From an optimization exercise on the open Yosys and OpenROAD flow, aimed at small area and a short achievable clock period; shortcuts taken in it are not production practice. Where RTL was checked, it was by simulation tests only, not by an equivalence proof against the original. For runs 1 to 3, only the layout was checked, not whether the RTL still works. No run shown here takes its clock network from TritonCTS; it comes from the design's own scripts or RTL. The clock input has no modelled driver; a real chip could not lean on it and would need a root buffer or a full tree. No activity file was given, so power comes from the tool's default toggle rates.

File: flow/design.v
`default_nettype none
package videoPkg;
    typedef logic [12-1:0] pixelT;
    typedef logic [11-1:0] coordT;
endpackage
`default_nettype wire
`default_nettype none
package kernelPkg;
    localparam int SUM_WIDTH = 16;
    localparam int COEFF_WIDTH = 3;
    typedef logic signed [SUM_WIDTH-1:0] sumT;
    typedef logic signed [COEFF_WIDTH-1:0] coeffT;
endpackage
`default_nettype wire
`default_nettype none
module pixelIntake (
    input  logic            iCLK,
    input  logic            iRST,
    input  videoPkg::pixelT iPixel,
    input  logic            iValid,
    input  videoPkg::coordT iX,
    input  videoPkg::coordT iY,
    output videoPkg::pixelT oPixel,
    output logic            oValid,
    output logic            oColFar,
    output logic            oRowFar
);
    localparam videoPkg::coordT REACH = videoPkg::coordT'(3 - 1);
    always_ff @(posedge iCLK or negedge iRST) begin
        if (!iRST) begin
            oValid <= 1'b0;
        end else begin
            oValid <= iValid;
        end
    end
    always_ff @(posedge iCLK) begin
        oPixel  <= iPixel;
        oColFar <= (iX >= REACH);
        oRowFar <= (iY >= REACH);
    end
endmodule
`default_nettype wire
`default_nettype none
module rowWindow (
    input  logic            iCLK,
    input  logic            iPixel_valid,
    input  videoPkg::pixelT iPixel,
    output logic [2*16+2:1][12-1:0] oTap
);
    localparam int DEPTH = 2 * 16 + 2;
    logic [DEPTH:1][12-1:0] chain;
    always_ff @(posedge iCLK) begin
        if (iPixel_valid) begin
            chain[1] <= iPixel;
            for (int k = 2; k <= DEPTH; k++) begin
                chain[k] <= chain[k-1];
            end
        end
    end
    assign oTap = chain;
endmodule
`default_nettype wire
`default_nettype none
module sobelKernel (
    input  logic            iCLK,
    input  logic            iRST,
    input  logic            iValid,
    input  logic            iWindowFull,
    input  logic            iVerticalP,
    input  logic            iVerticalM,
    input  logic            iHorizontalP,
    input  logic            iHorizontalM,
    input  videoPkg::pixelT iP0,
    input  videoPkg::pixelT iP1,
    input  videoPkg::pixelT iP2,
    input  videoPkg::pixelT iP16,
    input  videoPkg::pixelT iP18,
    input  videoPkg::pixelT iP32,
    input  videoPkg::pixelT iP33,
    input  videoPkg::pixelT iP34,
    output videoPkg::pixelT oEdge,
    output logic            oValid
);
    localparam int PW = 12;
    localparam int GW = 12 + 3;
    localparam logic [GW-1:0] K = GW'(16'h4004);
    videoPkg::pixelT cPlus, cMinus;
    videoPkg::pixelT tPos, tNeg;
    videoPkg::pixelT nP34;
    logic [GW-1:0] op [6];
    logic [GW-1:0] s1a, c1a, s1b, c1b, s2, c2, s3, c3;
    logic [GW-1:0] sumW, carW;
    logic signed [GW-1:0] g;
    logic                 v1, v2;
    logic                 f1, f2;
    logic signed [GW-1:0] mag;
    videoPkg::pixelT      satVal;
    always_ff @(posedge iCLK or negedge iRST) begin
        if (!iRST) begin
            v1 <= 1'b0;
            v2 <= 1'b0;
        end else begin
            v1 <= iValid;
            v2 <= v1;
        end
    end
    always_ff @(posedge iCLK) begin
        oValid <= v2;
    end
    assign cPlus  = iVerticalP ? iP16 : iP1;
    assign cMinus = iVerticalM ? iP18 : iP33;
    assign tPos = iP32 ^ {PW{iHorizontalP}};
    assign tNeg = ~iP2 ^ {PW{iHorizontalM}};
    assign op[0] = GW'(iP0);
    assign nP34  = ~iP34;
    assign op[1] = GW'(nP34);
    assign op[2] = GW'(tPos);
    assign op[3] = GW'(tNeg);
    assign op[4] = GW'({cPlus, 1'b0});
    assign op[5] = GW'({~cMinus, 1'b0});
    assign s1a = op[0] ^ op[1] ^ op[2];
    assign c1a = ((op[0] & op[1]) | (op[0] & op[2]) | (op[1] & op[2])) << 1;
    assign s1b = op[3] ^ op[4] ^ op[5];
    assign c1b = ((op[3] & op[4]) | (op[3] & op[5]) | (op[4] & op[5])) << 1;
    assign s2  = s1a ^ c1a ^ s1b;
    assign c2  = ((s1a & c1a) | (s1a & s1b) | (c1a & s1b)) << 1;
    assign s3  = s2 ^ c2 ^ c1b;
    assign c3  = ((s2 & c2) | (s2 & c1b) | (c2 & c1b)) << 1;
    assign mag    = g[GW-1] ? -g : g;
    assign satVal = (mag > GW'(4095)) ? '1 : videoPkg::pixelT'(mag);
    always_ff @(posedge iCLK) begin
        sumW  <= s3;
        carW  <= c3;
        f1    <= iWindowFull;
        g     <= sumW + carW + K;
        f2    <= f1;
        oEdge <= f2 ? satVal : '0;
    end
endmodule
`default_nettype wire
`default_nettype none
module edgeDetector (
    input  logic            iCLK,
    input  logic            iRST,
    input  videoPkg::pixelT iPixel,
    input  logic            iValid,
    input  videoPkg::coordT iX,
    input  videoPkg::coordT iY,
    input  logic            iVertical,
    output videoPkg::pixelT oEdge,
    output logic            oValid
);
    localparam int W = 16;
    videoPkg::pixelT pix;
    logic            pixValid;
    logic            colFar;
    logic            rowFar;
    logic            vertical;
    logic            horizontal;
    logic            verticalA;
    logic            horizontalA;
    logic [2*W+2:1][12-1:0] tap;
    pixelIntake uIntake (
        .iCLK        (iCLK),
        .iRST        (iRST),
        .iPixel      (iPixel),
        .iValid      (iValid),
        .iX          (iX),
        .iY          (iY),
        .oPixel      (pix),
        .oValid      (pixValid),
        .oColFar     (colFar),
        .oRowFar     (rowFar)
    );
    always_ff @(posedge iCLK) begin
        vertical   <= iVertical;
        horizontal <= ~iVertical;
        if (iValid) begin
            verticalA   <= iVertical;
            horizontalA <= ~iVertical;
        end
    end
    rowWindow uHist (
        .iCLK         (iCLK),
        .iPixel_valid (pixValid),
        .iPixel       (pix),
        .oTap         (tap)
    );
    sobelKernel uKernel (
        .iCLK        (iCLK),
        .iRST        (iRST),
        .iValid      (pixValid),
        .iWindowFull (colFar & rowFar),
        .iVerticalP   (vertical),
        .iVerticalM   (verticalA),
        .iHorizontalP (horizontal),
        .iHorizontalM (horizontalA),
        .iP0         (pix),
        .iP1         (tap[1]),
        .iP2         (tap[2]),
        .iP16        (tap[W]),
        .iP18        (tap[W+2]),
        .iP32        (tap[2*W]),
        .iP33        (tap[2*W+1]),
        .iP34        (tap[2*W+2]),
        .oEdge       (oEdge),
        .oValid      (oValid)
    );
endmodule
`default_nettype wire
File: flow/flow/run.sh
#!/bin/bash
# standard layout up to CTS; the clock tree is then rebuilt as two levels of
# inverters (flow/clock_tree.tcl); then the standard layout runs on to the end.
set -e
export BUFFER_PORTS_ARGS="-buffer_cell sky130_fd_sc_hd__buf_2"
export SETUP_SLACK_MARGIN=6.45
export CTS_ARGS="-sink_clustering_enable -repair_clock_nets -sink_clustering_size 32 -sink_clustering_max_diameter 120 -dont_use_dummy_load"
bash standard.sh cts > standard_cts.log 2>&1
RES=$PWD/orfs/results/$FLOW_PLATFORM/edgeDetector/base
CTS_ODB=$RES/4_1_cts.odb CLOCK_PORT=iCLK CLOCK_ROOTS=4 \
  CLOCK_ROOT_CELL=sky130_fd_sc_hd__inv_16 CLOCK_LEAF_CELL=sky130_fd_sc_hd__inv_12 \
  openroad -no_init -exit flow/clock_tree.tcl > clock_tree.log 2>&1
rm -f $RES/4_cts.odb
bash standard.sh > standard.log 2>&1
File: flow/flow/clock_tree.tcl
# Rebuild the clock tree that CTS made as two levels of inverters:
# the clock port drives NROOT root inverters, each drives the leaf
# inverters of its group, and each leaf inverter drives the registers
# of the cluster that CTS's leaf buffer drove.
set db_file $::env(CTS_ODB)
set nroot $::env(CLOCK_ROOTS)
set root_cell $::env(CLOCK_ROOT_CELL)
set leaf_cell $::env(CLOCK_LEAF_CELL)
read_db $db_file
set db [ord::get_db]
set block [ord::get_db_block]
set port_net [[$block findBTerm $::env(CLOCK_PORT)] getNet]

proc out_net {inst} {
  foreach it [$inst getITerms] {
    if {[$it isOutputSignal]} { return [$it getNet] }
  }
  return ""
}
proc is_buf {inst} {
  string match "sky130_fd_sc_hd__clkbuf_*" [[$inst getMaster] getName]
}

# walk the tree from the port: buffers whose loads include a non-buffer are leaves
set leaves {}
set inner {}
set front [list $port_net]
while {[llength $front]} {
  set next {}
  foreach net $front {
    foreach it [$net getITerms] {
      if {![$it isInputSignal]} continue
      set inst [$it getInst]
      if {![is_buf $inst]} { error "clock net [$net getName] drives [$inst getName]" }
      set on [out_net $inst]
      set leaf 0
      foreach l [$on getITerms] {
        if {[$l isInputSignal] && ![is_buf [$l getInst]]} { set leaf 1 }
      }
      if {$leaf} {
        foreach l [$on getITerms] {
          if {[$l isInputSignal] && [is_buf [$l getInst]]} { error "mixed leaf [$inst getName]" }
        }
        lappend leaves $inst
      } else {
        lappend inner $inst
        lappend next $on
      }
    }
  }
  set front $next
}
puts "leaves [llength $leaves], inner [llength $inner]"

# leaf locations (cell centres)
set pts {}
foreach l $leaves {
  set bb [$l getBBox]
  lappend pts [list [expr {([$bb xMin]+[$bb xMax])/2}] [expr {([$bb yMin]+[$bb yMax])/2}]]
}

# k-means into nroot groups, seeded along the sorted x then y order
set n [llength $leaves]
set order [lsort -integer -indices [lmap p $pts {expr {[lindex $p 0]*3 + [lindex $p 1]}}]]
set cent {}
for {set g 0} {$g < $nroot} {incr g} {
  lappend cent [lindex $pts [lindex $order [expr {int(($g + 0.5) * $n / $nroot)}]]]
}
for {set iter 0} {$iter < 50} {incr iter} {
  set assign {}
  foreach p $pts {
    set best 0; set bd 1e30
    for {set g 0} {$g < $nroot} {incr g} {
      set c [lindex $cent $g]
      set d [expr {abs([lindex $p 0]-[lindex $c 0]) + abs([lindex $p 1]-[lindex $c 1])}]
      if {$d < $bd} { set bd $d; set best $g }
    }
    lappend assign $best
  }
  set newc {}
  for {set g 0} {$g < $nroot} {incr g} {
    set sx 0; set sy 0; set k 0
    foreach p $pts a $assign { if {$a == $g} { incr sx [lindex $p 0]; incr sy [lindex $p 1]; incr k } }
    if {$k} { lappend newc [list [expr {$sx/$k}] [expr {$sy/$k}]] } else { lappend newc [lindex $cent $g] }
  }
  set cent $newc
}

# remove the old inner buffers and their nets
foreach b $inner {
  set on [out_net $b]
  foreach it [$b getITerms] { if {[$it getNet] ne "NULL" && [$it getNet] ne ""} { $it disconnect } }
  odb::dbInst_destroy $b
  if {$on ne $port_net} { odb::dbNet_destroy $on }
}

set rmaster [$db findMaster $root_cell]
set lmaster [$db findMaster $leaf_cell]
set roots {}
for {set g 0} {$g < $nroot} {incr g} {
  set r [odb::dbInst_create $block $rmaster "clkroot_$g"]
  set rn [odb::dbNet_create $block "clkroot_net_$g"]
  $rn setSigType CLOCK
  set c [lindex $cent $g]
  $r setLocation [lindex $c 0] [lindex $c 1]
  $r setPlacementStatus PLACED
  [$r findITerm A] connect $port_net
  [$r findITerm Y] connect $rn
  lappend roots $rn
}
set i 0
foreach l $leaves a $assign {
  set on [out_net $l]
  set bb [$l getBBox]
  set x [$bb xMin]; set y [$bb yMin]
  foreach it [$l getITerms] { if {[$it getNet] ne "NULL" && [$it getNet] ne ""} { $it disconnect } }
  odb::dbInst_destroy $l
  set v [odb::dbInst_create $block $lmaster "clkleaf_$i"]
  $v setLocation $x $y
  $v setPlacementStatus PLACED
  [$v findITerm A] connect [lindex $roots $a]
  [$v findITerm Y] connect $on
  $on setSigType CLOCK
  incr i
}
for {set g 0} {$g < $nroot} {incr g} {
  set k 0; foreach a $assign { if {$a == $g} { incr k } }
  puts "root $g at [lindex $cent $g] drives $k leaves"
}
detailed_placement
check_placement
write_db $db_file
File: flow/standard.sh
#!/bin/bash
# synth_recipe.tcl (not shown) runs the flow's synth.tcl, then flattens the netlist and writes it again
# the make line also repeats each setting of config.mk as NAME=value (left out here)
make -C /OpenROAD-flow-scripts/flow DESIGN_CONFIG=/design/flow/config.mk WORK_HOME=/design/flow/orfs CLKGATE_MAP_FILE= SYNTH_SCRIPT=/design/flow/synth_recipe.tcl "${@:-finish}"
File: flow/config.mk
export PLATFORM = sky130hd
export DESIGN_NAME = edgeDetector
export DESIGN_NICKNAME = edgeDetector
export VERILOG_FILES = /design/flow/design.v
export SDC_FILE = /design/flow/constraint.sdc
export NUM_CORES = 4
export LEC_CHECK = 0
export CAP_MARGIN = 20
export CORE_MARGIN = 2
export CORE_UTILIZATION = 60
export SLEW_MARGIN = 20
File: flow/constraint.sdc
create_clock -name core_clock -period 9.0 [get_ports {iCLK}]
set_input_delay 1.8000 -clock core_clock [delete_from_list [all_inputs] [get_ports {iCLK}]]
set_output_delay 1.8000 -clock core_clock [all_outputs]
set_load 0.01 [all_outputs]
==> flow_summary.toml, run 1 <==
[worst_setup_path]
startpoint_type = "flop"
reg2reg_from = "vertical$_DFF_P_"
cp.required_ps = 9040
r2r_setup_slack_ps = 6480
startpoint = "vertical$_DFF_P_"
reg2reg_to = "uKernel.sumW[2]$_DFF_P_"
rr_worst_depth = 7
cp-end-kind = "flop"
cp.arrival_ps = 2570
path_class = "flop to flop"
crit_fanout = 3

[power]
ir_drop_mv = 0.143
power_density_nw_per_um2 = 255
power.switching_mw = 1.32
cellLeakagePower_nw = 6.54
intPower_mw = 3.28
power_frac_seq = 0.611
pwr-share-clk = 0.175
power_frac_comb = 0.214
switching_share = 0.288

[die]
dieArea_sq_um = 29100
die_x_um = 171
pin_count = 51
fp.dieH_um = 171
num_rows = 61
core_area_sq_um = 27600
start_util = 0.605

[hold_path]
hold_class = "flop to flop"
holdPathEnd = "uKernel.f2$_DFF_P_"
whs_path_depth = 0
hp-start = "uKernel.f1$_DFF_P_"

[timing]
tns_ps = 0
slew_viol_final = 0
tightest_slew_ps = 861
setup_viol_count_final = 0
clock_skew_ps = 66.1
hold_violations = 0
min_period_ps = 2520
timing.fmax_ghz = 0.397
finalCritPeriodShare = 0.280
rsz0062_at_grt = "yes"
slew_headroom = 0.426

[clock_network]
clk_pin_slew_ps = 110
cts.sink_count = 486
clkLatencyLatePin_ps = 180

[synthesis]
avgSynthCellArea_sq_um = 21.2
synth_common_cells = "edfxtp_1, dfxtp_1, inv_1, fa_1, ha_1"
synth_nets = 901
synthCells = 787
ys.flop_type = "edfxtp_1"
yosysMostFrequentCell = "edfxtp_1"
synth.cell_area_sq_um = 16700
ys_warn_count = 5
synth_top_area_cell = "edfxtp_1"
synth-edff-count = 410
netlist.area_leader.share = 0.738
seq_area_frac_synth = 0.830
ys_async_sr_fraction = 0.00617
synth_seq_cells = 486
synth_area_leaders = "edfxtp_1, dfxtp_1, fa_1"
ys_types = 48

[final_layout]
areaGrowthSynthToFinish_pct = 8.27
fillCellCount = 1851
fin_util = 0.655
drive_above_1_share = 0.147
antennaDiodeCount = 0
finalNetCount = 981

[drt]
drt-total-wl_um = 21600
drtAntennaViolNets = 0
via_count = 6446
drc_errors = 0
first_pass_iters = 4
drt-wirelength-per-cell_um = 17.4
via_per_inst = 5.19
drt-initial-drc-count = 461

[global_routing]
overflow = 0
grt_use_met2 = 0.240
track_usage = 0.154
grtUsageMet1 = 0.223
grt_pass1_vias = 6590
grt.busiest_layer = "met2"
grt_pass1_wl_um = 34200
antenna_found_initial = 1
grt_util_met3 = 0.0250
grt_max_degree = 104

[placement]
gp_congestion = 0.806
port-buffer-count = 48
place.detailed.hpwl_um = 12400

[status]
status = "complete, no violations"

[job]
maxCapViolations = 0
-- stage by stage --
stage          power (mW)  hold WS, ps  std cells  area, sq um  setup WS [ps]
6_report             4.60          340       1243        18100           6480
5_1_grt              4.88          339       1243        18100           6410
4_1_cts              4.80          341       1239        18100           6190
3_5_place_dp         3.80          317       1209        17400           5920
3_3_place_gp         3.77          311       1209        17400           5900
2_1_floorplan        3.55          310        787        16700           5500
-- how the worst max path moves through the flow --
stage / endpoint / slack, ps
floorplan: uHist.chain[0]$_DFFE_PP_ / 5500
global placement: uKernel.sumW[5]$_DFF_P_ / 5900
detailed placement: uKernel.sumW[6]$_DFF_P_ / 5920
CTS: oEdge[9] / 6190
global route: uKernel.sumW[3]$_DFF_P_ / 6410
finish: uKernel.sumW[2]$_DFF_P_ / 6480
-- sequential cells by signal (all words and copies together), names as in the netlist, 12 cells and up --
signal / count
uKernel.oEdge: 12
uIntake.oPixel: 12
uKernel.sumW: 14
uKernel.g: 15
uKernel.carW: 13
uHist.chain: 408
-- cell usage in the layout, fill, tap and decap left out, drive strengths merged, types with 6 or more instances in the layout --
cell,count
edfxtp,410
inv,80
dfxtp,73
buf,64
fa,47
ha,29
xnor2,28
mux2i,14
mux2,14
a21boi,13
xor2,11
nor2,10
o21ai,7
nand2,6
-- cell families after synthesis --
| group | count (synthesis) | synth area share |
|---|---|---|
| compound gates | 47 | 0.0228 |
| xor+xnor | 39 | 0.0205 |
| fa+ha+maj | 76 | 0.0782 |
| buf+inv | 67 | 0.0155 |
| flops | 486 | 0.830 |
| mux | 28 | 0.0179 |
| simple gates | 44 | 0.0147 |
-- critical path, stage by stage (launching register included) --
cell and delay (ps):
dfxtp_4 420, buf_12 120, mux2_4 300, fa_1 480
inv_1 50, fa_1 480, inv_1 60, fa_1 470
-- area by class of cell --
type                            count  area (sq um)  share of cell area
Tap cell                          378           473              0.0262
Multi-Input combinational cell    234          2630               0.146
Sequential cell                   486         13900               0.768
Inverter                           80           566              0.0313
Timing Repair Buffer               65           524              0.0290
-- routing by layer --
metal  wire length [um]  up-vias  part of all wire
met5                 13        -           0.00060
met4                374        2             0.017
met3                566       33             0.026
met2              10400       61              0.48
met1              10200     3322              0.48
li1                   -     3028                 -
-- repair_timing --
item | CTS | global route
gates cloned | 1 | 0
buffers inserted | 10 | 3
pin swaps | 0 | 24
hold buffers | 0 | 0
resized for setup | 18 | 19
hold endpoints to repair | 0 | 0
setup endpoints to repair | 253 | 128
-- power groups by stage --
stage	logic, mW	registers (mW)	clock network, mW
2_1_floorplan	0.700	2.85	0
3_3_place_gp	0.913	2.86	0
3_5_place_dp	0.940	2.86	0
4_1_cts	0.975	2.81	1.01
5_1_grt	1.13	2.83	0.920
6_report	0.985	2.81	0.805
==> inputs of run 2 (changes only) <==
--- a/flow/flow/run.sh
+++ b/flow/flow/run.sh
@@ -3,7 +3,7 @@
 # inverters (flow/clock_tree.tcl); then the standard layout runs on to the end.
 set -e
 export BUFFER_PORTS_ARGS="-buffer_cell sky130_fd_sc_hd__buf_2"
-export SETUP_SLACK_MARGIN=6.45
+export SETUP_SLACK_MARGIN=6.6
 export CTS_ARGS="-sink_clustering_enable -repair_clock_nets -sink_clustering_size 32 -sink_clustering_max_diameter 120 -dont_use_dummy_load"
 bash standard.sh cts > standard_cts.log 2>&1
 RES=$PWD/orfs/results/$FLOW_PLATFORM/edgeDetector/base
==> run 2 against run 1 <==
Critical endpoint is now uKernel.sumW[4]$_DFF_P_. Synthesized cell count did not move. First-iteration DRC count rose by 12%. Sequential share of layout area fell by 0.99 points. Combinational power rose by 4%. Routed wire length rose by 3.7%. Worst hold slack got worse by 1.8 ps. Core utilization rose by 0.85 points. Global-route usage rose by 0.43 points. Largest power group unchanged. Critical path depth rose by 1. Sequential power barely moved.
==> flow_summary.toml, run 2 <==
[timing]
setup_viol_count_final = 0
rsz0062_at_grt = "yes"
hold_violations = 0
tightest_slew_ps = 980
slew_headroom = 0.347
fin_ws_ps = 6340
min_period_ps = 2660
tns_ps = 0
whs_ps = 338
finalCritPeriodShare = 0.295
timing.fmax_ghz = 0.376
clock_skew_ps = 61.4
slew_viol_final = 0

[worst_setup_path]
r2r_setup_slack_ps = 6340
reg2reg_to = "uKernel.sumW[4]$_DFF_P_"
crit_chain = "buf_6, buf_12, xnor2_2, fa_1, inv_1, fa_1, inv_2, fa_2"
cpPeakStageDelay_ps = 540
cpMaxStageDelayCell = "fa_2"
startpoint_type = "flop"
rr_worst_depth = 8
cp-end-kind = "flop"
cp.required_ps = 9140
path_class = "flop to flop"
reg2reg_from = "horizontalA$_DFFE_PP_"
cp.arrival_ps = 2800
crit_fanout = 6
crit_path_frequent_cell = "fa_1"

[synthesis]
synth_top_area_cell = "edfxtp_1"
synthCells = 787
ys_warn_count = 5
seq_area_frac_synth = 0.830
synth-edff-count = 410
ys_async_sr_fraction = 0.00617
synth_area_leaders = "edfxtp_1, dfxtp_1, fa_1"
netlist.area_leader.share = 0.738
synth_seq_cells = 486
ys_types = 48
synth.cell_area_sq_um = 16700
avgSynthCellArea_sq_um = 21.2
synth_common_cells = "edfxtp_1, dfxtp_1, inv_1, fa_1, ha_1"
ys.flop_type = "edfxtp_1"
synth_nets = 901
yosysMostFrequentCell = "edfxtp_1"

[clock_network]
cts.sink_count = 486
cts_hold_buf = 0
clk_pin_slew_ps = 110
clkLatencyLatePin_ps = 190

[placement]
dp_slack_ps = 6000
port-buffer-count = 48
gp_congestion = 0.825
postPlaceCellArea_sq_um = 17500
place.detailed.hpwl_um = 12900

[die]
fp.dieH_um = 171
core_area_sq_um = 27600
start_util = 0.605
pin_count = 51
die_x_um = 171
dieArea_sq_um = 29100
num_rows = 61

[global_routing]
grt_max_degree = 110
overflow = 0
grt_pass1_vias = 6527
grt_pass1_wl_um = 34900
track_usage = 0.158
antenna_found_initial = 0

[hold_path]
whs_path_depth = 0
hold_class = "flop to flop"
holdPathEnd = "uKernel.g[1]$_DFF_P_"
hp-start = "uKernel.sumW[1]$_DFF_P_"

[power]
switching_share = 0.290
ir_drop_mv = 0.152
cellLeakagePower_nw = 6.60
pwr-share-clk = 0.175
power.switching_mw = 1.35
intPower_mw = 3.30
power_density_nw_per_um2 = 254
power_frac_seq = 0.605
power_frac_comb = 0.220

[final_layout]
areaGrowthSynthToFinish_pct = 9.68
final_common_cell = "edfxtp_1"
antennaDiodeCount = 0
finalNetCount = 981
largest_reg_flops = 408
fin_util = 0.664
final_cell_mix = "edfxtp_1, dfxtp_1, buf_2"
drive_above_1_share = 0.178
fin_area_sq_um = 18300
largest-register = "uHist.chain"
reg_top3 = "uHist.chain x408, uKernel.g x15, uKernel.sumW x14"
fillCellCount = 1825

[job]
maxCapViolations = 0

[drt]
drt-initial-drc-count = 515
drc_errors = 0
drt-total-wl_um = 22400
via_per_inst = 5.25
drtAntennaViolNets = 0
first_pass_iters = 4
drt-wirelength-per-cell_um = 18.0
via_count = 6529

[status]
status = "complete, no violations"
## run 2: timing repair
item / 4_1_cts / 5_1_grt
pin swaps: 16 / 26
buffers inserted: 9 / 2
cloned: 2 / 0
gates resized for setup: 44 / 18
setup endpoints to repair: 123 / 122
endpoints found under the hold margin: 0 / 0
## run 2: area by class of cell
cell class,instances,area (sq um),share of cell area
Inverter,80,566,0.0309
Multi-Input combinational cell,234,2850,0.156
Sequential cell,486,13900,0.758
Tap cell,378,473,0.0259
Timing Repair Buffer,65,546,0.0298
## run 2: critical path: cells and delay by family (launching register included)
family | cells | cell delay (ps)
xor+xnor | 1 | 150
fa+ha+maj | 3 | 1590
buf+inv | 4 | 400
flops | 1 | 440
## run 2: worst max-delay path by stage
stage / start / end / slack [ps] / depth (start not counted)
after floorplan: uIntake.oValid$_DFF_PN0_ / uHist.chain[0]$_DFFE_PP_ / 5500 / 0
after global placement: verticalA$_DFFE_PP_ / uKernel.sumW[5]$_DFF_P_ / 6050 / 6
after detailed placement: uIntake.oValid$_DFF_PN0_ / uHist.chain[340]$_DFFE_PP_ / 6000 / 2
after CTS: uKernel.oEdge[8]$_SDFF_PN0_ / oEdge[8] / 6210 / 1
after global routing: horizontalA$_DFFE_PP_ / uKernel.sumW[4]$_DFF_P_ / 6270 / 8
final: horizontalA$_DFFE_PP_ / uKernel.sumW[4]$_DFF_P_ / 6340 / 8
## run 2: layer usage
metal,global-route usage,vias up,wire (um)
met5,0,-,0
met1,0.238,3361,10800
met2,0.250,99,10500
met3,0.0250,27,751
li1,-,3042,-
met4,0.0342,0,370
## run 2: stage by stage
| step | total power [mW] | instances |
|---|---|---|
| floorplan | 3.57 | 787 |
| global placement | 3.78 | 1210 |
| detailed placement | 3.81 | 1210 |
| CTS | 4.84 | 1240 |
| global route | 4.93 | 1243 |
| finish | 4.65 | 1243 |
## run 2: cells by family after synthesis
family | count (synthesis) | share of synthesized area
compound gates | 47 | 0.0228
simple gates | 44 | 0.0147
flops | 486 | 0.830
buf+inv | 67 | 0.0155
mux | 28 | 0.0179
xor+xnor | 39 | 0.0205
fa+ha+maj | 76 | 0.0782
## run 2: power groups by stage
| stage | logic [mW] | registers (mW) | clock network, mW |
|---|---|---|---|
| final | 1.02 | 2.81 | 0.811 |
| after global routing | 1.17 | 2.84 | 0.922 |
| after CTS | 1.01 | 2.81 | 1.02 |
| after detailed placement | 0.948 | 2.87 | 0 |
| after global placement | 0.920 | 2.86 | 0 |
| after floorplan | 0.709 | 2.86 | 0 |
==> inputs of run 3 (changes only) <==
--- a/flow/design.v
+++ b/flow/design.v
@@ -83,7 +83,6 @@
 );
     localparam int PW = 12;
     localparam int GW = 12 + 3;
-    localparam logic [GW-1:0] K = GW'(16'h4004);
     videoPkg::pixelT cPlus, cMinus;
     videoPkg::pixelT tPos, tNeg;
     videoPkg::pixelT nP34;
@@ -111,7 +110,7 @@
     assign cMinus = iVerticalM ? iP18 : iP33;
     assign tPos = iP32 ^ {PW{iHorizontalP}};
     assign tNeg = ~iP2 ^ {PW{iHorizontalM}};
-    assign op[0] = GW'(iP0);
+    assign op[0] = {1'b1, 2'b00, iP0};
     assign nP34  = ~iP34;
     assign op[1] = GW'(nP34);
     assign op[2] = GW'(tPos);
@@ -119,20 +118,20 @@
     assign op[4] = GW'({cPlus, 1'b0});
     assign op[5] = GW'({~cMinus, 1'b0});
     assign s1a = op[0] ^ op[1] ^ op[2];
-    assign c1a = ((op[0] & op[1]) | (op[0] & op[2]) | (op[1] & op[2])) << 1;
+    assign c1a = ((op[0] & op[1]) | (op[0] & op[2]) | (op[1] & op[2])) << 1 | GW'(1);
     assign s1b = op[3] ^ op[4] ^ op[5];
-    assign c1b = ((op[3] & op[4]) | (op[3] & op[5]) | (op[4] & op[5])) << 1;
+    assign c1b = ((op[3] & op[4]) | (op[3] & op[5]) | (op[4] & op[5])) << 1 | GW'(1);
     assign s2  = s1a ^ c1a ^ s1b;
-    assign c2  = ((s1a & c1a) | (s1a & s1b) | (c1a & s1b)) << 1;
+    assign c2  = ((s1a & c1a) | (s1a & s1b) | (c1a & s1b)) << 1 | GW'(1);
     assign s3  = s2 ^ c2 ^ c1b;
-    assign c3  = ((s2 & c2) | (s2 & c1b) | (c2 & c1b)) << 1;
+    assign c3  = ((s2 & c2) | (s2 & c1b) | (c2 & c1b)) << 1 | GW'(1);
     assign mag    = g[GW-1] ? -g : g;
     assign satVal = (mag > GW'(4095)) ? '1 : videoPkg::pixelT'(mag);
     always_ff @(posedge iCLK) begin
         sumW  <= s3;
         carW  <= c3;
         f1    <= iWindowFull;
-        g     <= sumW + carW + K;
+        g     <= sumW + carW;
         f2    <= f1;
         oEdge <= f2 ? satVal : '0;
     end
==> run 3 against run 2 <==
Still clean. Synthesized cell count up 0.13%. Design area about the same. Cell count unchanged. Register-to-register slack about the same. Clock skew up 0.53 ps. Routed wire length down 2.2%. Global-route usage down 0.50 points. Clock power about the same. Die area about the same. Critical path type unchanged. Largest cell class unchanged.
==> flow_summary.toml, run 3 <==
[status]
status = "complete, no violations"

[final_layout]
reg_top3 = "uHist.chain x408, uKernel.g x15, uKernel.sumW x14"
areaGrowthSynthToFinish_pct = 9.78
final_cell_mix = "edfxtp_1, dfxtp_1, inv_1, buf_2, fa_1"
largest-register = "uHist.chain"
final_common_cell = "edfxtp_1"
drive_above_1_share = 0.187
fillCellCount = 1838
antennaDiodeCount = 0
largest_reg_flops = 408
finalNetCount = 970
fin_area_sq_um = 18300

[worst_setup_path]
startpoint_type = "flop"
crit_fanout = 4
path_buf_inv = 4
cp.required_ps = 9130
path_class = "flop to flop"
cpPeakStageDelay_ps = 540
cpMaxStageDelayCell = "fa_2"
cp_top_family = "adder cells"
crit_chain = "buf_12, buf_16, mux2_4, fa_1, inv_2, fa_1, inv_2, fa_2"
cp-end-kind = "flop"
cp.arrival_ps = 2780

[placement]
postPlaceCellArea_sq_um = 17500
port-buffer-count = 48
gp_congestion = 0.761
place.detailed.hpwl_um = 12700

[die]
dieArea_sq_um = 29100
start_util = 0.605
pin_count = 51
num_rows = 61
core_area_sq_um = 27600
fp.dieH_um = 171
die_x_um = 171

[hold_path]
hold_class = "flop to flop"

[drt]
via_count = 6505
drt-wirelength-per-cell_um = 17.6
drc_errors = 0
drt-total-wl_um = 21900
via_per_inst = 5.23
drtAntennaViolNets = 0
drt-initial-drc-count = 532
first_pass_iters = 4

[timing]
clock_skew_ps = 61.9
hold_violations = 0
tns_ps = 0
finalCritPeriodShare = 0.294
slew_viol_final = 0
tightest_slew_ps = 805
setup_viol_count_final = 0
slew_headroom = 0.463
rsz0062_at_grt = "yes"
min_period_ps = 2640
timing.fmax_ghz = 0.378

[clock_network]
clk_pin_slew_ps = 110
cts.sink_count = 486
clkLatencyLatePin_ps = 190

[job]
maxCapViolations = 0

[synthesis]
yosysMostFrequentCell = "edfxtp_1"
netlist.area_leader.share = 0.739
synth_top_family_by_area = "adder cells"
synth.mux.area_fraction = 0.0165
synth_nets = 891
ys_warn_count = 5
synth_fa_ha_area_frac = 0.0695
ys_types = 56
synthXorXnorAreaFrac = 0.0237
synth_seq_cells = 486
synth_common_cells = "edfxtp_1, dfxtp_1, inv_1, fa_1, xnor2_1"
synth-edff-count = 410
synth-simple-area-share = 0.0182
synth_compound_area_frac = 0.0255
synthCells = 788
ys.flop_type = "edfxtp_1"
synth_area_leaders = "edfxtp_1, dfxtp_1, fa_1"
synth.cell_area_sq_um = 16700
ys_async_sr_fraction = 0.00617
synth_top_area_cell = "edfxtp_1"
avgSynthCellArea_sq_um = 21.1
seq_area_frac_synth = 0.831

[power]
cellLeakagePower_nw = 6.51
ir_drop_mv = 0.175
power_density_nw_per_um2 = 248

[global_routing]
grt_pass1_wl_um = 34200
track_usage = 0.153
overflow = 0
grt_max_degree = 96
antenna_found_initial = 0
grt_pass1_vias = 6511
[run 3: cells by family after synthesis]
family,count (synthesis)
buf+inv,65
compound gates,49
xor+xnor,45
flops,486
simple gates,52
mux,26
fa+ha+maj,65
[run 3: timing repair]
item	4_1_cts	5_1_grt
cloned	2	0
setup endpoints to repair	302	205
setup buffers	9	1
gates resized for setup	49	15
hold buffers	0	0
pin swaps	19	10
[run 3: through the flow]
stage               cells  total power [mW]  hold WS, ps  utilization  setup WS, ps
floorplan             788              3.52          310            -          5500
global placement     1211              3.70          324        0.636          5850
detailed placement   1211              3.73          349        0.636          5660
CTS                  1241              4.74          347        0.666          6180
global route         1243              4.81          359        0.664          6300
finish               1243              4.54          354        0.664          6360
[run 3: path summary, 6_finish.rpt]
kind                                            from                  endpoint  slack, ps  cells past startpoint
worst max-delay path                vertical$_DFF_P_  uKernel.sumW[10]$_DFF_P_       6360                      8
worst min-delay path            uKernel.v2$_DFF_PN0_    uKernel.oValid$_DFF_P_        350                      0
worst max register to register      vertical$_DFF_P_  uKernel.sumW[10]$_DFF_P_       6360                      8
worst min register to register  uKernel.v2$_DFF_PN0_    uKernel.oValid$_DFF_P_        350                      0
max in group asynchronous                       iRST  uIntake.oValid$_DFF_PN0_       7480                      1
min in group asynchronous                       iRST  uIntake.oValid$_DFF_PN0_       1390                      1
[run 3: layer usage]
layer,vias up,GRT usage,routed length [um]
met5,-,0,0
met4,0,0.0353,349
met3,23,0.0243,742
met2,95,0.233,9660
met1,3350,0.238,11100
li1,3037,-,-
[run 3: layout make-up]
cell class	count	area, sq um	area share
Multi-Input combinational cell	237	2840	0.155
Inverter	77	554	0.0303
Timing Repair Buffer	65	558	0.0305
Tap cell	378	473	0.0259
Sequential cell	486	13900	0.758
[run 3: report_power, final]
group          internal, mW  switching, mW
sequential             2.69          0.119
combinational         0.412          0.510
clock                 0.133          0.680
==> inputs of run 4 (changes only) <==
--- a/flow/design.v
+++ b/flow/design.v
@@ -88,7 +88,7 @@
     videoPkg::pixelT nP34;
     logic [GW-1:0] op [6];
     logic [GW-1:0] s1a, c1a, s1b, c1b, s2, c2, s3, c3;
-    logic [GW-1:0] sumW, carW;
+    logic [GW-1:0] w0, w1, w2;
     logic signed [GW-1:0] g;
     logic                 v1, v2;
     logic                 f1, f2;
@@ -123,15 +123,16 @@
     assign c1b = ((op[3] & op[4]) | (op[3] & op[5]) | (op[4] & op[5])) << 1 | GW'(1);
     assign s2  = s1a ^ c1a ^ s1b;
     assign c2  = ((s1a & c1a) | (s1a & s1b) | (c1a & s1b)) << 1 | GW'(1);
-    assign s3  = s2 ^ c2 ^ c1b;
-    assign c3  = ((s2 & c2) | (s2 & c1b) | (c2 & c1b)) << 1 | GW'(1);
+    assign s3  = w0 ^ w1 ^ w2;
+    assign c3  = ((w0 & w1) | (w0 & w2) | (w1 & w2)) << 1 | GW'(1);
     assign mag    = g[GW-1] ? -g : g;
     assign satVal = (mag > GW'(4095)) ? '1 : videoPkg::pixelT'(mag);
     always_ff @(posedge iCLK) begin
-        sumW  <= s3;
-        carW  <= c3;
+        w0    <= s2;
+        w1    <= c2;
+        w2    <= c1b;
         f1    <= iWindowFull;
-        g     <= sumW + carW;
+        g     <= s3 + c3;
         f2    <= f1;
         oEdge <= f2 ? satVal : '0;
     end
--- a/flow/flow/run.sh
+++ b/flow/flow/run.sh
@@ -3,7 +3,7 @@
 # inverters (flow/clock_tree.tcl); then the standard layout runs on to the end.
 set -e
 export BUFFER_PORTS_ARGS="-buffer_cell sky130_fd_sc_hd__buf_2"
-export SETUP_SLACK_MARGIN=6.6
+export SETUP_SLACK_MARGIN=6.55
 export CTS_ARGS="-sink_clustering_enable -repair_clock_nets -sink_clustering_size 32 -sink_clustering_max_diameter 120 -dont_use_dummy_load"
 bash standard.sh cts > standard_cts.log 2>&1
 RES=$PWD/orfs/results/$FLOW_PLATFORM/edgeDetector/base
--- a/flow/config.mk
+++ b/flow/config.mk
@@ -7,5 +7,5 @@
 export LEC_CHECK = 0
 export CAP_MARGIN = 20
 export CORE_MARGIN = 2
-export CORE_UTILIZATION = 60
+export CORE_UTILIZATION = 70
 export SLEW_MARGIN = 20
==> run 4 against run 3 <==
Highest routed layer unchanged. Synthesized cell count up 3.2%. Combinational power up about 20%. Sequential power up 2%. Largest cell class unchanged. Die area down 13%. Power up 5.4%. Design area down 1.5%. Sequential share of layout area up 2.4 points. Via count up 0.92%. Worst hold slack better by 4.0 ps. Critical path depth unchanged. Area after synthesis up 0.89%.
==> flow_summary.toml, run 4 <==
[status]
status = "complete, no violations"

[global_routing]
track_usage = 0.175
grt_max_degree = 96
antenna_found_initial = 1
grt_pass1_wl_um = 34300
grt_pass1_vias = 6559
overflow = 0

[power]
ir_drop_mv = 0.226
power_density_nw_per_um2 = 266
cellLeakagePower_nw = 6.48

[drt]
drt-total-wl_um = 21900
via_per_inst = 5.46
via_count = 6565
drt-wirelength-per-cell_um = 18.2
drtAntennaViolNets = 0
drt-initial-drc-count = 492
drc_errors = 0
first_pass_iters = 4

[hold_path]
holdPathEnd = "uKernel.f2$_DFF_P_"
whs_path_depth = 0
hp-start = "uKernel.f1$_DFF_P_"
hold_class = "flop to flop"

[timing]
slew_viol_final = 0
tightest_slew_ps = 903
rsz0062_at_grt = "yes"
whs_ps = 358
timing.fmax_ghz = 0.408
clock_skew_ps = 47.0
hold_violations = 0
setup_viol_count_final = 0
min_period_ps = 2450
slew_headroom = 0.397
tns_ps = 0
finalCritPeriodShare = 0.272

[final_layout]
largest-register = "uHist.chain"
drive_above_1_share = 0.129
final_common_cell = "edfxtp_1"
largest_reg_flops = 408
areaGrowthSynthToFinish_pct = 7.12
antennaDiodeCount = 0
final_cell_mix = "edfxtp_1, dfxtp_1, inv_1"
fin_util = 0.765
fin_area_sq_um = 18000
finalNetCount = 987
reg_top3 = "uHist.chain x408, uKernel.g x15"

[synthesis]
synth_area_leaders = "edfxtp_1, dfxtp_1, fa_1"
synth_common_cells = "edfxtp_1, dfxtp_1, inv_1, fa_1, xnor2_1"
avgSynthCellArea_sq_um = 20.7
synth-edff-count = 410
ys_async_sr_fraction = 0.00604
synth_top_area_cell = "edfxtp_1"
synth.cell_area_sq_um = 16800
seq_area_frac_synth = 0.837
ys.flop_type = "edfxtp_1"
ys_types = 45
netlist.area_leader.share = 0.732
synthCells = 813
yosysMostFrequentCell = "edfxtp_1"
synth_nets = 915
synth_seq_cells = 497
ys_warn_count = 5

[placement]
gp_congestion = 0.866
postPlaceCellArea_sq_um = 17500
port-buffer-count = 48
place.detailed.hpwl_um = 12900

[worst_setup_path]
rr_worst_depth = 8
reg2reg_from = "uKernel.w2[7]$_DFF_P_"
reg2reg_to = "uKernel.g[14]$_DFF_P_"
path_class = "flop to flop"
cp.arrival_ps = 2550
startpoint_type = "flop"
crit_fanout = 5
cp-end-kind = "flop"
cp.required_ps = 9100
r2r_setup_slack_ps = 6550

[clock_network]
clk_pin_slew_ps = 110
cts_hold_buf = 0
cts.sink_count = 497
clkLatencyLatePin_ps = 180

[die]
pin_count = 51
num_rows = 56
fp.dieH_um = 159
die_x_um = 159
core_area_sq_um = 23500
dieArea_sq_um = 25300
start_util = 0.714

[job]
maxCapViolations = 0
[run 4: cell types whose count changed in the layout (fill, tap and decap cells not counted), sizes merged, moves of 7 or more]
cell and delta:
dfxtp +11, a21boi -13, nand2 +11, inv +11, buf -10, o221ai +7
[run 4: routing by layer]
layer	part of all wire	wire [um]	track usage	vias to the layer above
met3	0.040	869	0.0263	29
li1	-	-	-	3092
met1	0.48	10500	0.269	3341
met4	0.023	503	0.0591	0
met2	0.46	9990	0.269	103
met5	0	0	0	-
[run 4: final cells by class]
class                   instances  area (sq um)
fillers                      1349          5530
inverters                      88           596
multi-input cells             242          2540
flip-flops and latches        497         14100
well taps                     319           399
repair buffers                 56           393
[run 4: worst max-delay path, cell delays in order (launching register included)]
cell	delay, ps
dfxtp_1	340
fa_1	590
ha_4	230
a21o_1	180
a21o_1	200
a221oi_2	290
o311ai_2	150
a21oi_1	170
xor2_1	220
[run 4: repair_timing]
| action | 4_1_cts | 5_1_grt |
|---|---|---|
| cloned | 1 | 0 |
| resized for setup | 17 | 5 |
| pin swaps | 4 | 10 |
| setup endpoints to repair | 174 | 41 |
| hold endpoints to repair | 0 | 0 |
| buffers inserted | 1 | 3 |
[run 4: per-stage QoR]
stage	worst slack [ps]	power, mW	std cells
after global placement	5980	3.84	1177
after CTS	6200	4.94	1198
after global routing	6510	5.04	1202
after floorplan	5500	3.63	813
final	6550	4.79	1202
after detailed placement	5820	3.89	1177
[run 4: worst max path at each step]
| stage | start | to | slack [ps] |
|---|---|---|---|
| finish | uKernel.w2[7]$_DFF_P_ | uKernel.g[14]$_DFF_P_ | 6550 |
| global route | uKernel.w2[7]$_DFF_P_ | uKernel.g[14]$_DFF_P_ | 6510 |
| CTS | uKernel.oEdge[3]$_SDFF_PN0_ | oEdge[3] | 6200 |
| detailed placement | uIntake.oValid$_DFF_PN0_ | uHist.chain[91]$_DFFE_PP_ | 5820 |
| global placement | uIntake.oValid$_DFF_PN0_ | uHist.chain[151]$_DFFE_PP_ | 5980 |
| floorplan | uIntake.oValid$_DFF_PN0_ | uHist.chain[0]$_DFFE_PP_ | 5500 |
[run 4: cells by family (layout without fill, tap and decap cells)]
group                    count (synthesis)  in the layout  synth area share
AO/OA/AOI/OAI                           49             49            0.0219
XOR/XNOR                                44             44            0.0229
AND/OR/NAND/NOR                         61             61            0.0189
multiplexers                            24             24            0.0152
adder cells (fa/ha/maj)                 64             64            0.0677
buffers and inverters                   74            144            0.0165
flip-flops                             497            497             0.837
[run 4: where the power goes]
group	leakage [nW]	internal [mW]	switching, mW
Combinational	1.57	0.508	0.600
Sequential	4.75	2.74	0.130
Clock	0.156	0.133	0.674
Total	6.48	3.38	1.40
==> inputs of run 5 (changes only) <==
--- a/flow/flow/run.sh
+++ b/flow/flow/run.sh
@@ -3,7 +3,7 @@
 # inverters (flow/clock_tree.tcl); then the standard layout runs on to the end.
 set -e
 export BUFFER_PORTS_ARGS="-buffer_cell sky130_fd_sc_hd__buf_2"
-export SETUP_SLACK_MARGIN=6.55
+export SETUP_SLACK_MARGIN=6.65
 export CTS_ARGS="-sink_clustering_enable -repair_clock_nets -sink_clustering_size 32 -sink_clustering_max_diameter 120 -dont_use_dummy_load"
 bash standard.sh cts > standard_cts.log 2>&1
 RES=$PWD/orfs/results/$FLOW_PLATFORM/edgeDetector/base
--- a/flow/config.mk
+++ b/flow/config.mk
@@ -7,5 +7,5 @@
 export LEC_CHECK = 0
 export CAP_MARGIN = 20
 export CORE_MARGIN = 2
-export CORE_UTILIZATION = 70
+export CORE_UTILIZATION = 60
 export SLEW_MARGIN = 20
==> run 5 against run 4 <==
Via count about the same. Setup slack improved by 32 ps. Maximum frequency increased by 1.3%. Routed wire length increased by 0.30%.
==> flow_summary.toml, run 5 <==
[clock_network]
cts.sink_count = 497
clkLatencyLatePin_ps = 170
cts_hold_buf = 0
clk_pin_slew_ps = 110

[drt]
drt-initial-drc-count = 493
first_pass_iters = 4
via_count = 6566
drc_errors = 0
drt-wirelength-per-cell_um = 17.3
drtAntennaViolNets = 0
via_per_inst = 5.19
drt-total-wl_um = 21900

[synthesis]
synth.cell_area_sq_um = 16800
ys_types = 45
ys_warn_count = 5
ys_async_sr_fraction = 0.00604
synth_common_cells = "edfxtp_1, dfxtp_1, inv_1, fa_1, xnor2_1"
seq_area_frac_synth = 0.837
synth_seq_cells = 497
ys.flop_type = "edfxtp_1"
synth_area_leaders = "edfxtp_1, dfxtp_1, fa_1"
synth_top_area_cell = "edfxtp_1"
synth-edff-count = 410
synthCells = 813
yosysMostFrequentCell = "edfxtp_1"
avgSynthCellArea_sq_um = 20.7
netlist.area_leader.share = 0.732
synth_nets = 915

[timing]
clock_skew_ps = 31.7
slew_viol_final = 0
setup_viol_count_final = 0
timing.fmax_ghz = 0.413
slew_headroom = 0.459
finalCritPeriodShare = 0.269
tns_ps = 0
min_period_ps = 2420
fin_ws_ps = 6580
rsz0062_at_grt = "yes"
tightest_slew_ps = 811
hold_violations = 0

[final_layout]
seq_area_sq_um = 14100
fin_area_sq_um = 18100
reg_top3 = "uHist.chain x408, uKernel.g x15"
final_cell_mix = "edfxtp_1, dfxtp_1, inv_1"
multi_input_area_sq_um = 2590
drive_above_1_share = 0.139
fillCellCount = 1846
finalNetCount = 990
largest_reg_flops = 408
areaGrowthSynthToFinish_pct = 7.92
largest-register = "uHist.chain"
final_common_cell = "edfxtp_1"
antennaDiodeCount = 0

[die]
dieArea_sq_um = 29400
num_rows = 61
core_area_sq_um = 27700
pin_count = 51
fp.dieH_um = 171
die_x_um = 171
start_util = 0.607

[worst_setup_path]
cp.arrival_ps = 620
crit_chain = "buf_2"
reg2reg_from = "uKernel.w2[2]$_DFF_P_"
cp_top_family = "flip-flops"
path_buf_inv = 1
path_class = "flop to output port"
cpPeakStageDelay_ps = 330
cp.required_ps = 7200
rr_worst_depth = 8
critical_path_depth = 1
cp-end-kind = "output port"
startpoint = "uKernel.oEdge[8]$_SDFF_PN0_"
crit_fanout = 1
r2r_setup_slack_ps = 6590
startpoint_type = "flop"
critPathCapture = "oEdge[8]"
cpMaxStageDelayCell = "dfxtp_1"
reg2reg_to = "uKernel.g[13]$_DFF_P_"

[power]
power_mw = 4.86
pwr-share-clk = 0.168
cellLeakagePower_nw = 6.49
power.switching_mw = 1.42
switching_share = 0.291
power_frac_comb = 0.242
intPower_mw = 3.44
power_frac_seq = 0.590
ir_drop_mv = 0.156
power_density_nw_per_um2 = 268

[global_routing]
grt_max_degree = 225
grt_pass1_wl_um = 34400
grt_pass1_vias = 6653
track_usage = 0.153
antenna_found_initial = 1
overflow = 0

[placement]
dp_slack_ps = 6330
gp_congestion = 0.755
port-buffer-count = 48
place.detailed.hpwl_um = 12900
postPlaceCellArea_sq_um = 17500

[hold_path]
hp-start = "uKernel.f1$_DFF_P_"
hold_class = "flop to flop"

[job]
maxCapViolations = 0

[status]
status = "complete, no violations"
==> run 5: changes by cell type in the layout (fill, tap and decap cells not counted), sizes merged <==
cell,previous run,this run
bufbuf,1,0
clkbuf,1,0
buf,54,59
==> run 5: kinds of logic after synthesis <==
family,Yosys count,synth area share
compound gates,49,0.0219
xor+xnor,44,0.0229
fa+ha+maj,64,0.0677
buf+inv,74,0.0165
flops,497,0.837
mux,24,0.0152
simple gates,61,0.0189
==> run 5: power groups by stage <==
stage | Combinational, mW | Clock, mW | Sequential (mW)
after floorplan | 0.712 | 0 | 2.92
after global placement | 0.925 | 0 | 2.92
after detailed placement | 0.954 | 0 | 2.93
after CTS | 1.07 | 1.02 | 2.87
after global routing | 1.31 | 0.926 | 2.89
final | 1.17 | 0.816 | 2.87
==> run 5: layout make-up <==
type,instances,area share
inverter,88,0.0328
multi-input combinational,242,0.143
tap,378,0.0261
timing repair buffer,59,0.0223
sequential,497,0.776
==> run 5: how the worst min path moves through the flow <==
stage	endpoint	slack, ps	cells after the start
3_5_place_dp	uKernel.f2$_DFF_P_	310	0
4_1_cts	uKernel.f2$_DFF_P_	350	0
2_1_floorplan	uKernel.f2$_DFF_P_	310	0
3_3_place_gp	uKernel.oValid$_DFF_P_	330	0
6_report	uKernel.f2$_DFF_P_	350	0
5_1_grt	uKernel.f2$_DFF_P_	370	0
==> run 5: layer usage <==
layer / vias up / share of wire / track usage
met5: - / 0 / 0
met4: 0 / 0.018 / 0.0405
met3: 28 / 0.036 / 0.0276
met2: 90 / 0.45 / 0.230
met1: 3358 / 0.49 / 0.238
li1: 3090 / - / -
==> run 5: worst reg2reg max path, cell delays in order (launching register included) <==
cell      delay [ps]
dfxtp_2          340
fa_2             590
ha_4             210
o211ai_1         210
o21ai_2          100
a211oi_2         290
o31ai_2          110
o41ai_2          320
xnor2_1          120
==> run 5: per-stage QoR <==
stage | instances | hold WS [ps] | utilization
final | 1264 | 352 | 0.655
after CTS | 1258 | 354 | 0.655
after detailed placement | 1236 | 312 | 0.633
after floorplan | 813 | 310 | -
after global routing | 1264 | 374 | 0.655
after global placement | 1236 | 325 | 0.633
==> run 5: repair_timing <==
item,CTS,global route
gates resized for setup,17,11
setup endpoints to repair,37,173
buffers inserted,3,4
pin swaps,9,10
==> inputs of run 6 (changes only) <==
--- a/flow/flow/run.sh
+++ b/flow/flow/run.sh
@@ -3,7 +3,7 @@
 # inverters (flow/clock_tree.tcl); then the standard layout runs on to the end.
 set -e
 export BUFFER_PORTS_ARGS="-buffer_cell sky130_fd_sc_hd__buf_2"
-export SETUP_SLACK_MARGIN=6.65
+export SETUP_SLACK_MARGIN=6.6
 export CTS_ARGS="-sink_clustering_enable -repair_clock_nets -sink_clustering_size 32 -sink_clustering_max_diameter 120 -dont_use_dummy_load"
 bash standard.sh cts > standard_cts.log 2>&1
 RES=$PWD/orfs/results/$FLOW_PLATFORM/edgeDetector/base
==> run 6 against run 5 <==
Sequential share of layout area rose by 0.17 points. Still clean. Sequential power barely moved. Synthesized cell count did not move. Cell count did not move. Maximum frequency fell by 1.2%. Design area fell by 0.23%. Clock power barely moved. Setup slack got worse by 29 ps. Critical path depth rose by 7. Area after synthesis did not move. Via count rose by 0.72%.
==> flow_summary.toml, run 6 <==
[status]
status = "complete, no violations"

[timing]
hold_violations = 0
setup_viol_count_final = 0
tns_ps = 0
finalCritPeriodShare = 0.272
rsz0062_at_grt = "yes"
slew_viol_final = 0
slew_headroom = 0.456
min_period_ps = 2450
clock_skew_ps = 31.8
whs_ps = 352
tightest_slew_ps = 816
timing.fmax_ghz = 0.409

[synthesis]
synth_area_leaders = "edfxtp_1, dfxtp_1, fa_1"
ys.flop_type = "edfxtp_1"
yosysMostFrequentCell = "edfxtp_1"
netlist.area_leader.share = 0.732
ys_warn_count = 5
avgSynthCellArea_sq_um = 20.7
synth_nets = 915
synthCells = 813
synth_common_cells = "edfxtp_1, dfxtp_1, inv_1, fa_1, xnor2_1"
ys_types = 45
seq_area_frac_synth = 0.837
synth_top_area_cell = "edfxtp_1"
synth.cell_area_sq_um = 16800
ys_async_sr_fraction = 0.00604
synth_seq_cells = 497
synth-edff-count = 410

[worst_setup_path]
startpoint = "uKernel.w2[2]$_DFF_P_"
startpoint_type = "flop"
path_class = "flop to flop"
reg2reg_to = "uKernel.g[13]$_DFF_P_"
cp.required_ps = 9090
r2r_setup_slack_ps = 6550
crit_fanout = 4
reg2reg_from = "uKernel.w2[2]$_DFF_P_"
cp-end-kind = "flop"
rr_worst_depth = 8
cp.arrival_ps = 2540

[drt]
drc_errors = 0
drt-wirelength-per-cell_um = 17.5
drt-initial-drc-count = 509
drt-total-wl_um = 22100
first_pass_iters = 4
drtAntennaViolNets = 0
via_count = 6613
via_per_inst = 5.23

[global_routing]
grt_pass1_vias = 6665
grtUsageMet1 = 0.238
grt.busiest_layer = "met1"
overflow = 0
grt_use_met2 = 0.231
grt_max_degree = 225
track_usage = 0.154
grt_util_met3 = 0.0276
antenna_found_initial = 1
grt_pass1_wl_um = 34500

[clock_network]
clk_pin_slew_ps = 110
clkLatencyLatePin_ps = 170
cts.sink_count = 497

[die]
fp.dieH_um = 171
num_rows = 61
start_util = 0.607
dieArea_sq_um = 29400
die_x_um = 171
pin_count = 51
core_area_sq_um = 27700

[final_layout]
drive_above_1_share = 0.137
finalNetCount = 990
areaGrowthSynthToFinish_pct = 7.67
final_common_cell = "edfxtp_1"
fin_area_sq_um = 18100
antennaDiodeCount = 0
reg_top3 = "uHist.chain x408, uKernel.g x15"
largest_reg_flops = 408
final_cell_mix = "edfxtp_1, dfxtp_1, inv_1"
largest-register = "uHist.chain"

[power]
power_mw = 4.82
power_frac_seq = 0.595
intPower_mw = 3.40
pwr-share-clk = 0.169
ir_drop_mv = 0.156
switching_share = 0.295
power_density_nw_per_um2 = 266
cellLeakagePower_nw = 6.49
power.switching_mw = 1.42
power_frac_comb = 0.236

[placement]
port-buffer-count = 48
postPlaceCellArea_sq_um = 17500
place.detailed.hpwl_um = 12900
gp_congestion = 0.755

[hold_path]
hp-start = "uKernel.f1$_DFF_P_"
hold_class = "flop to flop"
holdPathEnd = "uKernel.f2$_DFF_P_"
whs_path_depth = 0

[job]
maxCapViolations = 0
-- run 6: through the flow --
step | worst slack, ps | instances | utilization
global route | 6440 | 1264 | 0.653
finish | 6550 | 1264 | 0.653
detailed placement | 6330 | 1236 | 0.633
CTS | 6200 | 1257 | 0.654
floorplan | 5500 | 813 | -
global placement | 6390 | 1236 | 0.633
-- run 6: layout make-up --
type,count,area (sq um)
inverters,88,596
fillers,1855,9600
repair buffers,59,405
flip-flops and latches,497,14100
well taps,378,473
multi-input cells,242,2550
-- run 6: worst max-delay path: stages (launching register included) --
cell,delay (ps)
dfxtp_2,340
fa_1,590
ha_4,230
o211ai_1,210
o21ai_2,120
a211oi_2,320
o31ai_2,140
o41ai_2,270
xnor2_1,160
-- run 6: worst max path at each step --
stage / to / slack [ps]
final: uKernel.g[13]$_DFF_P_ / 6550
after CTS: oEdge[8] / 6200
after global routing: uKernel.g[13]$_DFF_P_ / 6440
after global placement: uKernel.g[13]$_DFF_P_ / 6390
after floorplan: uHist.chain[0]$_DFFE_PP_ / 5500
after detailed placement: uKernel.g[13]$_DFF_P_ / 6330
-- run 6: timing repair --
action,in CTS,in global routing
gates resized for setup,12,12
setup endpoints to repair,27,182
pin swaps,5,6
buffers inserted,2,5
hold buffers,0,0
-- run 6: logic make-up after synthesis --
group           after synthesis  synth area share
fa+ha+maj                    64            0.0677
xor+xnor                     44            0.0229
mux                          24            0.0152
simple gates                 61            0.0189
flops                       497             0.837
compound gates               49            0.0219
buf+inv                      74            0.0165
-- run 6: power groups by stage --
stage / sequential [mW] / combinational [mW] / clock (mW)
2_1_floorplan: 2.92 / 0.712 / 0
3_3_place_gp: 2.92 / 0.925 / 0
3_5_place_dp: 2.93 / 0.954 / 0
4_1_cts: 2.87 / 1.03 / 1.02
5_1_grt: 2.89 / 1.27 / 0.926
6_report: 2.87 / 1.14 / 0.815
-- run 6: per-layer routing --
metal | share of wire | wire length, um | up-vias
li1 | - | - | 3097
met1 | 0.50 | 11000 | 3375
met2 | 0.45 | 9990 | 111
met3 | 0.031 | 694 | 30
met4 | 0.018 | 405 | 0
met5 | 0 | 0 | -
==> inputs of run 7 (changes only) <==
==> flow/flow/run.sh (replaced) <==
#!/bin/bash
# standard layout up to CTS; the clock tree is then rebuilt as two levels of
# inverters (flow/clock_tree.tcl); then the standard layout runs on to the end.
# Port buffers: buf_1 on inputs, buf_2 on outputs.
set -e
export PRE_GLOBAL_PLACE_TCL=$PWD/flow/buffer_outputs.tcl
export BUFFER_PORTS_ARGS="-inputs -buffer_cell sky130_fd_sc_hd__buf_1"
export SETUP_SLACK_MARGIN=6.6
export CTS_ARGS="-sink_clustering_enable -repair_clock_nets -sink_clustering_size 32 -sink_clustering_max_diameter 120 -dont_use_dummy_load"
bash standard.sh cts > standard_cts.log 2>&1
RES=$PWD/orfs/results/$FLOW_PLATFORM/edgeDetector/base
CTS_ODB=$RES/4_1_cts.odb CLOCK_PORT=iCLK CLOCK_ROOTS=4 \
  CLOCK_ROOT_CELL=sky130_fd_sc_hd__inv_8 CLOCK_LEAF_CELL=sky130_fd_sc_hd__inv_12 \
  openroad -no_init -exit flow/clock_tree.tcl > clock_tree.log 2>&1
rm -f $RES/4_cts.odb
bash standard.sh > standard.log 2>&1
==> flow/flow/buffer_outputs.tcl (new file) <==
# Sourced before global placement (PRE_GLOBAL_PLACE_TCL): buffer the output
# ports with buf_2; the standard step then buffers the input ports with the
# cell BUFFER_PORTS_ARGS names.
buffer_ports -outputs -buffer_cell sky130_fd_sc_hd__buf_2
==> run 7 against run 6 <==
Still clean on timing, DRC and antenna. Clock skew is 21 ps higher. Core utilization is essentially flat. Sequential power about the same. Worst hold slack better by 0.57 ps. Via count is 0.79% lower. Global-route usage up 0.29 points. Register-to-register slack gained 70 ps. Synthesized cell count is the same. Maximum frequency rose by 2.8%. Largest cell class unchanged. Largest power group unchanged. Highest routed layer unchanged.
==> flow_summary.toml, run 7 <==
[final_layout]
fin_area_sq_um = 18100
areaGrowthSynthToFinish_pct = 7.73
reg_top3 = "uHist.chain x408, uKernel.g x15"
final_common_cell = "edfxtp_1"
final_cells = 1258
drive_above_1_share = 0.118
antennaDiodeCount = 0
largest-register = "uHist.chain"
final_cell_mix = "edfxtp_1, inv_1, dfxtp_1"
largest_reg_flops = 408
finalNetCount = 984

[hold_path]
hold_class = "flop to flop"
hp-start = "uKernel.v2$_DFF_PN0_"
whs_path_depth = 0

[die]
start_util = 0.607
pin_count = 51
fp.dieH_um = 171
num_rows = 61
die_x_um = 171
core_area_sq_um = 27700
dieArea_sq_um = 29400

[synthesis]
yosysMostFrequentCell = "edfxtp_1"
synth-edff-count = 410
seq_area_frac_synth = 0.837
ys_warn_count = 5
synth.cell_area_sq_um = 16800
synth_top_area_cell = "edfxtp_1"
avgSynthCellArea_sq_um = 20.7
synth_seq_cells = 497
synth_area_leaders = "edfxtp_1, dfxtp_1, fa_1"
synthCells = 813
ys_types = 45
synth_common_cells = "edfxtp_1, dfxtp_1, inv_1, fa_1, xnor2_1"
synth_nets = 915
netlist.area_leader.share = 0.732
ys_async_sr_fraction = 0.00604
ys.flop_type = "edfxtp_1"

[power]
ir_drop_mv = 0.149
power.switching_mw = 1.46
cellLeakagePower_nw = 6.38
intPower_mw = 3.47
power_density_nw_per_um2 = 272
switching_share = 0.297
pwr-share-clk = 0.161
power_mw = 4.93
power_frac_comb = 0.254
power_frac_seq = 0.585

[global_routing]
grt_pass1_vias = 6604
overflow = 0
grt_pass1_wl_um = 34900
grt_max_degree = 103
antenna_found_initial = 0
track_usage = 0.157

[timing]
rsz0062_at_grt = "yes"
clock_skew_ps = 53.2
finalCritPeriodShare = 0.265
hold_violations = 0
tightest_slew_ps = 578
timing.fmax_ghz = 0.420
setup_viol_count_final = 0
tns_ps = 0
slew_viol_final = 0
whs_ps = 352
slew_headroom = 0.615
min_period_ps = 2380

[worst_setup_path]
crit_fanout = 4
cpMaxStageDelayCell = "fa_1"
cp-end-kind = "flop"
startpoint = "uKernel.w0[2]$_DFF_P_"
path_class = "flop to flop"
rr_worst_depth = 8
cp.arrival_ps = 2440
r2r_setup_slack_ps = 6620
startpoint_type = "flop"
cp.required_ps = 9050
cpPeakStageDelay_ps = 570
critPathCapture = "uKernel.g[13]$_DFF_P_"
reg2reg_to = "uKernel.g[13]$_DFF_P_"
crit_chain = "fa_1, ha_4, o211ai_1, o21ai_2, a211oi_2, o31ai_2, o41ai_2, xnor2_1"
reg2reg_from = "uKernel.w0[2]$_DFF_P_"

[clock_network]
clk_pin_slew_ps = 110
clkLatencyLatePin_ps = 210
cts_hold_buf = 0
cts.sink_count = 497

[drt]
drtAntennaViolNets = 0
drt-wirelength-per-cell_um = 17.6
first_pass_iters = 4
via_per_inst = 5.22
drt-total-wl_um = 22200
drt-initial-drc-count = 656
drc_errors = 0
via_count = 6561

[placement]
postPlaceCellArea_sq_um = 17400
dp_cells = 1223
gp_congestion = 0.849
place.detailed.hpwl_um = 12900
port-buffer-count = 48

[job]
maxCapViolations = 0

[status]
status = "complete, no violations"
-- run 7: worst max-delay path, delay by kind of cell, from the launching register on --
family,cells,cell delay [ps]
compound gates,5,960
xor+xnor,1,130
fa+ha+maj,2,790
flops,1,340
-- run 7: cells by family (layout without fill, tap and decap cells) --
family	Yosys count	after routing	synth area share
adders and majority gates	64	64	0.0677
buffers and inverters	74	141	0.0165
DFF	497	497	0.837
AOI/OAI and AO/OA	49	49	0.0219
muxes	24	24	0.0152
xor gates and xnor gates	44	44	0.0229
and+or+nand+nor	61	61	0.0189
-- run 7: layer usage --
| layer | global-route usage | wire length (um) | vias to the layer above |
|---|---|---|---|
| li1 | - | - | 3084 |
| met1 | 0.242 | 11100 | 3339 |
| met2 | 0.235 | 9870 | 106 |
| met3 | 0.0249 | 757 | 32 |
| met4 | 0.0468 | 428 | 0 |
| met5 | 0 | 0 | - |
-- run 7: how the worst min path moves through the flow --
stage | endpoint
after floorplan | uKernel.f2$_DFF_P_
after global placement | uKernel.f2$_DFF_P_
after detailed placement | uKernel.f2$_DFF_P_
after CTS | uKernel.oValid$_DFF_P_
after global routing | uKernel.f2$_DFF_P_
final | uKernel.oValid$_DFF_P_
-- run 7: layout make-up --
type	instances	area, sq um
Fill cell	1882	9590
Inverter	88	561
Sequential cell	497	14100
Multi-Input combinational cell	242	2620
Tap cell	378	473
Timing Repair Buffer	53	359
-- run 7: power by group through the flow --
stage / logic, mW / registers [mW] / clock network, mW
3_5_place_dp: 0.934 / 2.94 / 0
2_1_floorplan: 0.712 / 2.92 / 0
6_report: 1.25 / 2.89 / 0.795
4_1_cts: 1.11 / 2.89 / 1.02
3_3_place_gp: 0.901 / 2.93 / 0
5_1_grt: 1.40 / 2.91 / 0.910
-- run 7: stage by stage --
stage,utilization,setup WS (ps)
global placement,0.629,5990
CTS,0.656,6290
finish,0.654,6620
global route,0.654,6490
detailed placement,0.629,5810
floorplan,-,5500
-- run 7: repair_timing --
item / 4_1_cts / 5_1_grt
cloned: 1 / 0
endpoints found under the setup margin: 167 / 78
pin swaps: 16 / 13
setup buffers: 12 / 2
endpoints found under the hold margin: 0 / 0
gates resized for setup: 32 / 23

==> static timing again, ports no longer ideal <==
How much do the figures lean on ideal ports? The routed layouts below were timed once more, with nothing changed but the port constraints.
Step 1 assumes that a clkbuf_16 drives the clock port and a buf_2 every other input.
Step 2 moves the port delays by t, midway between the first and last clock arrival at a register: inputs arrive t later, outputs are due t later. That takes back most of the time a late clock gives input paths.
a / b / c = ideal / step 1 / step 2; a / b = the first two.
run	t, ns	setup WS [ns]	worst setup path after step 2	clock arrival spread, ns	pins driven straight from the clock port
run 1	0.356	6.480 / 6.373 / 6.471	register to register	0.081 / 0.084	4
run 2	0.360	6.342 / 6.330 / 6.330	register to register	0.066 / 0.075	4
run 3	0.350	6.356 / 6.355 / 6.355	register to register	0.071 / 0.098	4
run 4	0.349	6.549 / 6.371 / 6.549	register to register	0.056 / 0.074	4
run 5	0.361	6.581 / 6.374 / 6.547	input to register	0.038 / 0.041	4
run 6	0.363	6.552 / 6.374 / 6.544	register to register	0.039 / 0.039	4
run 7	0.335	6.618 / 6.478 / 6.585	input to register	0.054 / 0.053	4
After both steps every run listed still meets setup and hold. The setup slack of run 5, which loses most, moves by -0.207 ns with the drivers and by -0.034 ns with both steps.
